This design comes from an exercise in tuning for small area and a short achievable clock period on the open sky130 flow, not from production work. Function was checked by simulation only, so behaviour that the tests miss may differ from the original. Power is estimated from default activity; no workload was simulated.

$ cat flow/config.mk
export PLATFORM = sky130hd
export DESIGN_NAME = burst_coalescer
export DESIGN_NICKNAME = burst_coalescer
export VERILOG_FILES = /design/flow/design.v
export SDC_FILE = /design/flow/constraint.sdc
export NUM_CORES = 4
export LEC_CHECK = 0
export CAP_MARGIN = 20
export CORE_MARGIN = 2
export CORE_UTILIZATION = 40
export SLEW_MARGIN = 20
$ cat flow/constraint.sdc
create_clock -name core_clock -period 5.5 [get_ports {clock}]
set_input_delay 1.1000 -clock core_clock [delete_from_list [all_inputs] [get_ports {clock}]]
set_output_delay 1.1000 -clock core_clock [all_outputs]
set_load 0.01 [all_outputs]
$ cat flow/design.v
package bc_addr_pkg;
    typedef logic [16-1:0] word_addr_t;
    typedef logic [5-1:0] burstcount_t;
endpackage
package bc_ctrl_pkg;
    typedef enum logic {
        CAPT_EMPTY,
        CAPT_HELD
    } capt_state_e;
    typedef enum logic {
        REP_IDLE,
        REP_IN_BURST
    } rep_state_e;
endpackage
`timescale 1ns/1ps
module word_addr_adder (
    input  logic                                    clock,
    input  logic                                    aclrn,
    input  logic                                    i_valid,
    input  bc_addr_pkg::word_addr_t                              i_base_addr,
    input  logic [1:0]                              i_add_to_base_addr,
    output logic                                    o_valid,       
    output logic [(((16 / 2) < 5) ? 
                                 5 : (16 / 2))-1:0]               o_addr_lo,
    output logic [16-1:(((16 / 2) < 5) ? 
                                 5 : (16 / 2))] o_addr_hi      
);
    localparam int HI_W = 16 - (((16 / 2) < 5) ? 
                                 5 : (16 / 2));
    logic [(((16 / 2) < 5) ? 
                                 5 : (16 / 2)):0] sum_lo;      
    logic [HI_W-1:0]         base_hi;     
    always_ff @(posedge clock or negedge aclrn) begin
        if (!aclrn) begin
            o_valid <= 1'b0;
        end else begin
            o_valid <= i_valid;
        end
    end
    always_ff @(posedge clock) begin
        sum_lo  <= i_base_addr[(((16 / 2) < 5) ? 
                                 5 : (16 / 2))-1:0] + ((((16 / 2) < 5) ? 
                                 5 : (16 / 2)) + 1)'(i_add_to_base_addr);
        base_hi <= i_base_addr[16-1:(((16 / 2) < 5) ? 
                                 5 : (16 / 2))];
        o_addr_hi <= base_hi + HI_W'(sum_lo[(((16 / 2) < 5) ? 
                                 5 : (16 / 2))]);
    end
    assign o_addr_lo = sum_lo[(((16 / 2) < 5) ? 
                                 5 : (16 / 2))-1:0];     
endmodule
`timescale 1ns/1ps
module burst_builder (
    input  logic                                    clock,
    input  logic                                    aclrn,
    input  logic                                    i_valid,
    input  logic [(((16 / 2) < 5) ? 
                                 5 : (16 / 2))-1:0]               i_addr_lo,     
    input  logic [16-1:(((16 / 2) < 5) ? 
                                 5 : (16 / 2))] i_addr_hi,     
    input  logic                                    i_disable_timeout,
    output logic                                    o_burst_valid,
    output bc_addr_pkg::word_addr_t                              o_burst_addr,
    output bc_addr_pkg::burstcount_t                             o_burst_count
);
    localparam int BB   = $clog2((1 << (5 - 1)));         
    localparam int TO_W = $clog2(8);
    localparam int HI_W = 16 - (((16 / 2) < 5) ? 
                                 5 : (16 / 2));
    bc_ctrl_pkg::capt_state_e               capt_state;
    logic [(((16 / 2) < 5) ? 
                                 5 : (16 / 2))-1:0] capt_lo;
    logic [BB-1:0]             capt_next_in_burst;    
    logic                      capt_not_at_bound;     
    logic [HI_W-1:0]           capt_hi;
    logic [(((16 / 2) < 5) ? 
                                 5 : (16 / 2))-1:0] capt_next_lo;
    logic                      late_valid;
    logic                      held;
    logic                      cont_valid;            
    logic                      late_cont_valid;
    logic                      match_lo;              
    logic                      late_match;            
    logic                      coal_continue;
    logic                      late_done;
    logic [(((16 / 2) < 5) ? 
                                 5 : (16 / 2))-1:0] late_capt_lo;
    logic                      coal_done;             
    bc_addr_pkg::word_addr_t                coal_addr;
    logic [TO_W-1:0]           idle_cnt;
    logic                      timeout;
    logic                      add_one;
    logic                      load_next;             
    assign held = (capt_state == bc_ctrl_pkg::CAPT_HELD);
    always_ff @(posedge clock or negedge aclrn) begin
        if (!aclrn) begin
            capt_state <= bc_ctrl_pkg::CAPT_EMPTY;
        end else if (i_valid) begin
            capt_state <= bc_ctrl_pkg::CAPT_HELD;
        end else if (timeout) begin
            capt_state <= bc_ctrl_pkg::CAPT_EMPTY;     
        end
    end
    always_ff @(posedge clock) begin
        if (i_valid) begin
            capt_lo            <= i_addr_lo;
            capt_next_in_burst <= i_addr_lo[BB-1:0] + 1'b1;
            capt_not_at_bound  <= ~&i_addr_lo[BB-1:0];     
        end
        if (late_valid) begin
            capt_hi <= i_addr_hi;     
        end
        match_lo     <= (i_addr_lo == capt_next_lo);
        late_match   <= match_lo & (i_addr_hi == capt_hi);     
        late_capt_lo <= capt_lo;
        coal_addr    <= {capt_hi, late_capt_lo};
    end
    assign capt_next_lo  = {capt_lo[(((16 / 2) < 5) ? 
                                 5 : (16 / 2))-1:BB], capt_next_in_burst};
    assign coal_continue = late_match & late_cont_valid;
    assign timeout = held & ~i_valid & ~i_disable_timeout &
                     (idle_cnt == TO_W'(8 - 1));
    always_ff @(posedge clock or negedge aclrn) begin
        if (!aclrn) begin
            idle_cnt <= '0;
        end else if (i_valid || !held) begin
            idle_cnt <= '0;
        end else if (!i_disable_timeout) begin
            idle_cnt <= idle_cnt + 1'b1;
        end
    end
    always_ff @(posedge clock or negedge aclrn) begin
        if (!aclrn) begin
            late_valid      <= 1'b0;
            cont_valid      <= 1'b0;
            late_cont_valid <= 1'b0;
            late_done       <= 1'b0;
            coal_done       <= 1'b0;
            o_burst_valid   <= 1'b0;
            add_one         <= 1'b0;
            load_next       <= 1'b1;     
            o_burst_count   <= bc_addr_pkg::burstcount_t'(1);
        end else begin
            late_valid      <= i_valid;
            cont_valid      <= i_valid & held & capt_not_at_bound;
            late_cont_valid <= cont_valid;
            late_done       <= timeout | (i_valid & held);     
            coal_done       <= late_done;
            o_burst_valid   <= coal_done & ~coal_continue;
            add_one         <= coal_done & coal_continue;
            if (coal_done) begin
                load_next <= ~coal_continue;
            end
            if (o_burst_valid) begin
                o_burst_count <= bc_addr_pkg::burstcount_t'(1);
            end
            if (add_one) begin
                o_burst_count <= o_burst_count + 1'b1;
            end
        end
    end
    always_ff @(posedge clock) begin
        if (coal_done && load_next) begin
            o_burst_addr <= coal_addr;     
        end
    end
endmodule
`timescale 1ns/1ps
module show_ahead_fifo #(
    parameter int WIDTH     = 8,
    parameter int DEPTH     = 16,     
    parameter int AF_CUTOFF = 1       
) (
    input  logic             clock,
    input  logic             aclrn,
    input  logic             i_wr_req,
    input  logic [WIDTH-1:0] i_wr_data,
    input  logic             i_rd_ack,      
    output logic [WIDTH-1:0] o_rd_data,     
    output logic             o_empty,
    output logic             o_almost_full
);
    localparam int PTR_W = $clog2(DEPTH);
    localparam int CNT_W = $clog2(DEPTH + 1);
    logic [WIDTH-1:0] mem [DEPTH];
    logic [PTR_W-1:0] wr_ptr;
    logic [PTR_W-1:0] rd_ptr;
    logic [CNT_W-1:0] count;     
    always_ff @(posedge clock or negedge aclrn) begin
        if (!aclrn) begin
            wr_ptr <= '0;
            rd_ptr <= '0;
            count  <= '0;
        end else begin
            if (i_wr_req) wr_ptr <= wr_ptr + 1'b1;
            if (i_rd_ack) rd_ptr <= rd_ptr + 1'b1;
            if (i_wr_req && !i_rd_ack) begin
                count <= count + 1'b1;
            end else if (!i_wr_req && i_rd_ack) begin
                count <= count - 1'b1;
            end
        end
    end
    always_ff @(posedge clock) begin
        if (i_wr_req) begin
            mem[wr_ptr] <= i_wr_data;
        end
    end
    assign o_rd_data     = mem[rd_ptr];     
    assign o_empty       = (count == '0);   
    assign o_almost_full = (count >= CNT_W'(DEPTH - AF_CUTOFF));
endmodule
`timescale 1ns/1ps
module burst_repeater (
    input  logic        clock,
    input  logic        aclrn,
    input  logic        i_rep_empty,
    input  bc_addr_pkg::word_addr_t  i_rep_addr,
    input  bc_addr_pkg::burstcount_t i_rep_count,
    output logic        o_rep_rd_ack,        
    input  logic        i_ctrl_almost_full,
    output logic        o_ctrl_wr_req,
    output bc_addr_pkg::word_addr_t  o_ctrl_addr,
    output bc_addr_pkg::burstcount_t o_ctrl_count
);
    bc_ctrl_pkg::rep_state_e  state;
    bc_addr_pkg::burstcount_t remaining;        
    logic        remaining_eq_two;
    logic        go;               
    logic        is_last;
    assign go      = ~i_rep_empty & ~i_ctrl_almost_full;
    assign is_last = (state == bc_ctrl_pkg::REP_IN_BURST) ? remaining_eq_two
                                             : (i_rep_count == bc_addr_pkg::burstcount_t'(1));
    assign o_rep_rd_ack  = go & is_last;
    assign o_ctrl_wr_req = go;            
    assign o_ctrl_addr   = i_rep_addr;    
    assign o_ctrl_count  = i_rep_count;
    always_ff @(posedge clock or negedge aclrn) begin
        if (!aclrn) begin
            state            <= bc_ctrl_pkg::REP_IDLE;
            remaining        <= '0;
            remaining_eq_two <= 1'b0;
        end else if (go) begin
            if (state == bc_ctrl_pkg::REP_IDLE) begin
                remaining        <= i_rep_count;
                remaining_eq_two <= (i_rep_count == bc_addr_pkg::burstcount_t'(2));
                if (i_rep_count != bc_addr_pkg::burstcount_t'(1)) state <= bc_ctrl_pkg::REP_IN_BURST;
            end else begin
                remaining        <= remaining - 1'b1;
                remaining_eq_two <= (remaining == bc_addr_pkg::burstcount_t'(3));     
                if (remaining_eq_two) state <= bc_ctrl_pkg::REP_IDLE;
            end
        end
    end
endmodule
`timescale 1ns/1ps
module ctrl_queue (
    input  logic        clock,
    input  logic        aclrn,
    input  logic        i_wr_req,
    input  bc_addr_pkg::word_addr_t  i_wr_addr,
    input  bc_addr_pkg::burstcount_t i_wr_count,
    input  logic        i_rd_ack,
    output logic        o_empty,
    output bc_addr_pkg::word_addr_t  o_rd_addr,
    output bc_addr_pkg::burstcount_t o_rd_count,
    output logic        o_almost_full,
    output logic        o_disable_timeout     
);
    localparam int OCC_W = $clog2(64 + 1);
    logic [1:0]       occ_update;     
    logic [OCC_W-1:0] occ;            
    show_ahead_fifo #(
        .WIDTH     (5 + 16),
        .DEPTH     (64),
        .AF_CUTOFF (1)
    ) u_fifo (
        .clock         (clock),
        .aclrn         (aclrn),
        .i_wr_req      (i_wr_req),
        .i_wr_data     ({i_wr_count, i_wr_addr}),
        .i_rd_ack      (i_rd_ack),
        .o_rd_data     ({o_rd_count, o_rd_addr}),
        .o_empty       (o_empty),
        .o_almost_full (o_almost_full)
    );
    assign occ_update = (i_wr_req && !i_rd_ack) ? 2'b01 :
                        (!i_wr_req && i_rd_ack) ? 2'b11 : 2'b00;
    always_ff @(posedge clock or negedge aclrn) begin
        if (!aclrn) begin
            occ               <= '0;
            o_disable_timeout <= 1'b0;
        end else begin
            occ <= occ + {{(OCC_W - 1){occ_update[1]}}, occ_update[0]};
            o_disable_timeout <= (occ >= OCC_W'(64 / 2));
        end
    end
endmodule
`timescale 1ns/1ps
module burst_coalescer (
    input  logic        clock,
    input  logic        aclrn,
    input  logic        i_valid,
    input  bc_addr_pkg::word_addr_t  i_base_addr,
    input  logic [1:0]  i_add_to_base_addr,
    output logic        o_almost_full,         
    output logic        o_ctrl_empty,
    input  logic        i_ctrl_rd_ack,
    output bc_addr_pkg::word_addr_t  o_word_address,
    output bc_addr_pkg::burstcount_t o_burstcount,
    output logic        o_disable_timeout
);
    logic                                    addr_valid;
    logic [(((16 / 2) < 5) ? 
                                 5 : (16 / 2))-1:0]               addr_lo;
    logic [16-1:(((16 / 2) < 5) ? 
                                 5 : (16 / 2))] addr_hi;
    logic        burst_valid;
    bc_addr_pkg::word_addr_t  burst_addr;
    bc_addr_pkg::burstcount_t burst_count;
    logic        rep_empty;
    logic        rep_rd_ack;
    bc_addr_pkg::word_addr_t  rep_addr;
    bc_addr_pkg::burstcount_t rep_count;
    logic        ctrl_wr_req;
    bc_addr_pkg::word_addr_t  ctrl_addr;
    bc_addr_pkg::burstcount_t ctrl_count;
    logic        ctrl_almost_full;
    word_addr_adder u_adder (
        .clock (clock), .aclrn (aclrn),
        .i_valid (i_valid), .i_base_addr (i_base_addr), .i_add_to_base_addr (i_add_to_base_addr),
        .o_valid (addr_valid), .o_addr_lo (addr_lo), .o_addr_hi (addr_hi)
    );
    burst_builder u_builder (
        .clock (clock), .aclrn (aclrn),
        .i_valid (addr_valid), .i_addr_lo (addr_lo), .i_addr_hi (addr_hi),
        .i_disable_timeout (o_disable_timeout),
        .o_burst_valid (burst_valid), .o_burst_addr (burst_addr), .o_burst_count (burst_count)
    );
    show_ahead_fifo #(
        .WIDTH     (5 + 16),
        .DEPTH     (32),
        .AF_CUTOFF ((0 + 5))
    ) u_repeat_fifo (
        .clock (clock), .aclrn (aclrn),
        .i_wr_req (burst_valid), .i_wr_data ({burst_count, burst_addr}),
        .i_rd_ack (rep_rd_ack), .o_rd_data ({rep_count, rep_addr}),
        .o_empty (rep_empty), .o_almost_full (o_almost_full)
    );
    burst_repeater u_repeater (
        .clock (clock), .aclrn (aclrn),
        .i_rep_empty (rep_empty), .i_rep_addr (rep_addr), .i_rep_count (rep_count),
        .o_rep_rd_ack (rep_rd_ack), .i_ctrl_almost_full (ctrl_almost_full),
        .o_ctrl_wr_req (ctrl_wr_req), .o_ctrl_addr (ctrl_addr), .o_ctrl_count (ctrl_count)
    );
    ctrl_queue u_ctrl_queue (
        .clock (clock), .aclrn (aclrn),
        .i_wr_req (ctrl_wr_req), .i_wr_addr (ctrl_addr), .i_wr_count (ctrl_count),
        .i_rd_ack (i_ctrl_rd_ack), .o_empty (o_ctrl_empty),
        .o_rd_addr (o_word_address), .o_rd_count (o_burstcount),
        .o_almost_full (ctrl_almost_full), .o_disable_timeout (o_disable_timeout)
    );
endmodule
$ cat flow/run.sh
#!/bin/bash
# synth_recipe.tcl (not shown) runs the flow's synth.tcl, then flattens the netlist and writes it again
# the make line also repeats each setting of config.mk as NAME=value (left out here)
make -C /OpenROAD-flow-scripts/flow DESIGN_CONFIG=/design/flow/config.mk WORK_HOME=/design/flow/orfs CLKGATE_MAP_FILE= SYNTH_SCRIPT=/design/flow/synth_recipe.tcl finish
==> summary.md <==
| Metric | Value |
|---|---|
| GRT Overall Usage | 0.1804 |
| Synth warn | 6 |
| Synthesis-to-layout area growth | 13.88% |
| Mapped Cells | 3,535 |
| Post-DP HPWL | 102,100 µm |
| DR WL/cell | 28.47 µm |
| Die area | 211,100 µm² |
| RSZ-0062 raised after global routing | no |
| # clock sinks | 2,172 |
| Post-synth top flop | edfxtp_1 |
| Seq cells post-synth | 2,172 |
| Worst slew pin tran | 1.096 ns |
| Worst R2R Setup Slack | 0.95 ns |
| Initial antenna violation count | 8 |
| Nets@finish | 3,837 |
| Cts repair resizes | 0 |
| Setup TNS | 0 ns |
| Final period util | 0.9737 |
| Finished Layout Cells | 6,661 |
| CP required | 4.40 ns |
| I/O Pins | 46 |
| Asr flop ratio synth | 0.03131 |
| Post-Route M1 WL | 78,140 µm |
| Post-CTS Setup Bufs | 0 |
| Cell variety after synth | 61 |
| Post-DP Area | 87,720 µm² |
| Clock root buffer master | clkbuf_16 |
| Synthesized area | 83,000 µm² |
| R2r endpoint | u_ctrl_queue.u_fifo.mem[21][8]$_DFFE_PP_ |
| DR WL met3 | 10,670 µm |
| Util after Layout | 0.4573 |
| Vias in the first global route | 38,337 |
| Status | complete, no violations |
| Crit Path Class | register to primary output |
| Routability cong. | 0.7629 |
| DRC marker count from the first detailed-route iteration | 4,304 |
| Worst reg2reg startpoint | u_repeat_fifo.rd_ptr[0]$_DFFE_PN0P_ |
| Top Metal Used | met4 |
| Max Fclk | 0.1867 GHz |
| CP max stage delay | 0.78 ns |
| Min cycle time layout | 5.355 ns |
| Initial Utilization | 0.4016 |
| Core footprint | 206,700 µm² |
| Cts bufs inserted | 208 |
| EDFF count, synth | 2,053 |
| Port Buffers | 45 |
| Layout cell share with drive strength beyond 1 | 0.3155 |
| Die width | 459.5 µm |
| R2R cell count | 7 |
| CP Max Fanout | 29 |
| CP Capture Type | primary output |
| Later-pin clock latency in the skew report | 0.84 ns |
| Final setup viols | 0 |
| First-pass iteration count of the detailed router | 6 |
| Post-synth net total | 3,596 |
| Crit-path slowest cell | dfrtp_4 |
| Pwr dens | 520.5 nW/µm² |
| Avg Inst Size Synth | 23.48 µm² |
| Die height | 459.5 µm |
| Sequential area share after synthesis | 0.7756 |
| Hold WC Path Type | input port to async pin |
| Max-cap violations | 0 |
| DR DRC count | 0 |
| CTS max path bufs | 3 |
| Reg clk slew, reported paths | 0.06 ns |
| Via count | 36,852 |
| Final wirelength | 189,600 µm |
| Final Hold Vio Count | 0 |
| First-pass GRT wire length | 274,300 µm |
| Largest net degree at the start of global routing | 76 |
| H-tree levels | 4 |
| Final-report max-slew violation count | 0 |
| Routed wl met2 | 97,250 µm |
| Routed Antenna Nets | 0 |
| Cell area after layout | 94,510 µm² |
| Worst-path cell chain | buf_4, mux4_2, mux4_2, mux4_2, clkdlybuf4s50_1 |
| TritonCTS clock tree | done |
| CP most frequent cell | mux4_2 |
| VDD IR max | 0.4875 mV |
| Dpl cells | 6,268 |
| FP Rows | 167 |
| Data arrival, critical path | 4.26 ns |
| Rel. slew slack | 0.2692 |
| Leak | 29.38 nW |
| Hold bufs inserted after CTS | 0 |
| CP Launch Type | register |
| DR vias/cell | 5.533 |
| Fin Clk Skew | 0.05689 ns |
| Overflow after GRT | 0 |
## cell families (layout without fill, tap and decap cells)
kind of cell / count (synthesis) / in the layout / synth area share
XOR/XNOR: 67 / 67 / 0.007070
adder cells (fa/ha/maj): 39 / 39 / 0.006241
AND/OR/NAND/NOR: 307 / 307 / 0.01661
buffers and inverters: 202 / 620 / 0.01183
multiplexers: 663 / 663 / 0.1752
other: 0 / 4 / 0
flip-flops: 2172 / 2172 / 0.7756
AO/OA/AOI/OAI: 85 / 85 / 0.007417
## state kept, by name, summed over array words and instances (netlist names), 6 cells and up
name / flops
u_adder.base_hi: 8
u_builder.capt_lo: 8
u_ctrl_queue.u_fifo.count: 7
u_adder.sum_lo: 9
u_builder.o_burst_addr: 16
u_ctrl_queue.u_fifo.rd_ptr: 6
u_ctrl_queue.u_fifo.mem: 1344
u_builder.coal_addr: 16
u_adder.o_addr_hi: 8
u_builder.late_capt_lo: 8
u_repeat_fifo.count: 6
u_repeat_fifo.mem: 672
u_ctrl_queue.u_fifo.wr_ptr: 6
u_builder.capt_hi: 8
u_ctrl_queue.occ: 7
## area by class of cell
class / instances / area (µm²)
antenna: 4 / 10.01
clock buffer: 286 / 5718
clock inverter: 101 / 1027
fill: 16915 / 112100
inverter: 26 / 100.1
multi-input combinational: 1161 / 17970
sequential: 2172 / 64410
tap: 2704 / 3383
timing repair buffer: 207 / 1892
## cells in the mapped netlist (22+ instances only)
cell | count | share of area
mux4_2 | 631 | 0.17
clkbuf_1 | 76 | 0.0034
dfxtp_1 | 51 | 0.012
ha_1 | 35 | 0.0053
nand2_1 | 99 | 0.0045
nand3_1 | 22 | 0.0013
mux2i_1 | 25 | 0.0030
buf_2 | 43 | 0.0026
edfxtp_1 | 2053 | 0.74
xnor2_1 | 48 | 0.0051
dfrtp_1 | 66 | 0.020
nor2_1 | 114 | 0.0052
buf_1 | 34 | 0.0015
inv_1 | 25 | 0.0011
## how the worst max path moves through the flow
| stage | endpoint | slack (ns) | from | cells past startpoint |
|---|---|---|---|---|
| final | o_word_address[15] | 0.14 | u_ctrl_queue.u_fifo.rd_ptr[1]$_DFFE_PN0P_ | 5 |
| after global routing | o_word_address[11] | 0.0002 | u_ctrl_queue.u_fifo.rd_ptr[0]$_DFFE_PN0P_ | 5 |
| after CTS | o_word_address[2] | 0.06 | u_ctrl_queue.u_fifo.rd_ptr[0]$_DFFE_PN0P_ | 6 |
| after detailed placement | u_ctrl_queue.u_fifo.mem[26][8]$_DFFE_PP_ | 0.90 | u_repeat_fifo.rd_ptr[0]$_DFFE_PN0P_ | 7 |
| after global placement | u_repeat_fifo.count[5]$_DFFE_PN0P_ | 0.81 | u_repeat_fifo.rd_ptr[0]$_DFFE_PN0P_ | 18 |
| after floorplan | u_repeat_fifo.count[5]$_DFFE_PN0P_ | 0.82 | u_repeat_fifo.rd_ptr[0]$_DFFE_PN0P_ | 20 |
## per-layer routing
metal / global-route usage / up-vias
li1: - / 15418
met1: 0.2440 / 20093
met2: 0.3084 / 1109
met3: 0.02837 / 232
met4: 0.04119 / 0
met5: 0 / -
## critical path, delay by kind of cell, from the launching register on
family / cells / cell delay, ns
buf+inv: 2 / 1.01
mux: 3 / 1.58
flops: 1 / 0.78
## layout by cell type (no fill, tap or decap), types with 7 or more instances in the layout
cell             instances
nor2_2                  82
clkbuf_1                56
and3_1                   8
ha_1                    35
clkbuf_8                22
nand2_2                 16
nand2_1                 83
inv_1                   23
clkdlybuf4s50_1         44
nand3_1                 22
o21ai_0                 19
bufinv_16               14
clkinv_1                31
nand4_1                 12
nor2_1                  29
dfrtp_4                  7
clkbuf_16              208
clkinv_2                38
nor3_2                  11
buf_4                  144
mux4_2                 631
edfxtp_1              2053
a21o_1                   7
dfxtp_1                 51
mux2i_1                 25
o21bai_1                 7
buf_12                  17
dfrtp_1                 54
a21oi_1                 15
xnor2_1                 48
xor2_1                  19
## power breakdown
group	internal, W	switching, W
Sequential	0.0206	0.000758
Clock	0.00796	0.00612
Combinational	0.00595	0.00780
## metrics by stage
stage          setup WS, ns  hold slack [ns]  total power (W)
2_1_floorplan        0.8185           0.3096          0.03027
3_3_place_gp         0.8090           0.3130          0.03550
3_5_place_dp         0.9015           0.3121          0.03572
4_1_cts             0.06404           0.1001          0.04972
5_1_grt           0.0002247           0.1163          0.05106
6_report             0.1448           0.1526          0.04919

[port drivers added, routing unchanged]
No port has a modelled driver above. Below, the same layout with a new extraction and two added sets of constraints. Step 1 assumes that a clkbuf_16 drives the clock port and a buf_2 every other input. Step 2, shift: input delay + t, output delay - t, t = (earliest + latest rising clock arrival at the registers) / 2. This alone moves slack from input paths to output paths. a / b / c = ideal / step 1 / step 2; a / b = the first two.
t, ns: 0.894
setup WS [ns]: 0.145 / 0.067 / 0.953
hold WS [ns]: 0.153 / 0.126 / 0.321
worst setup path after step 2: register to register
worst slew at a driven data input, ns: 0.05
After both steps setup and hold are still met in this run. The setup slack of this run moves by -0.078 ns with the drivers and by +0.808 ns with both steps.
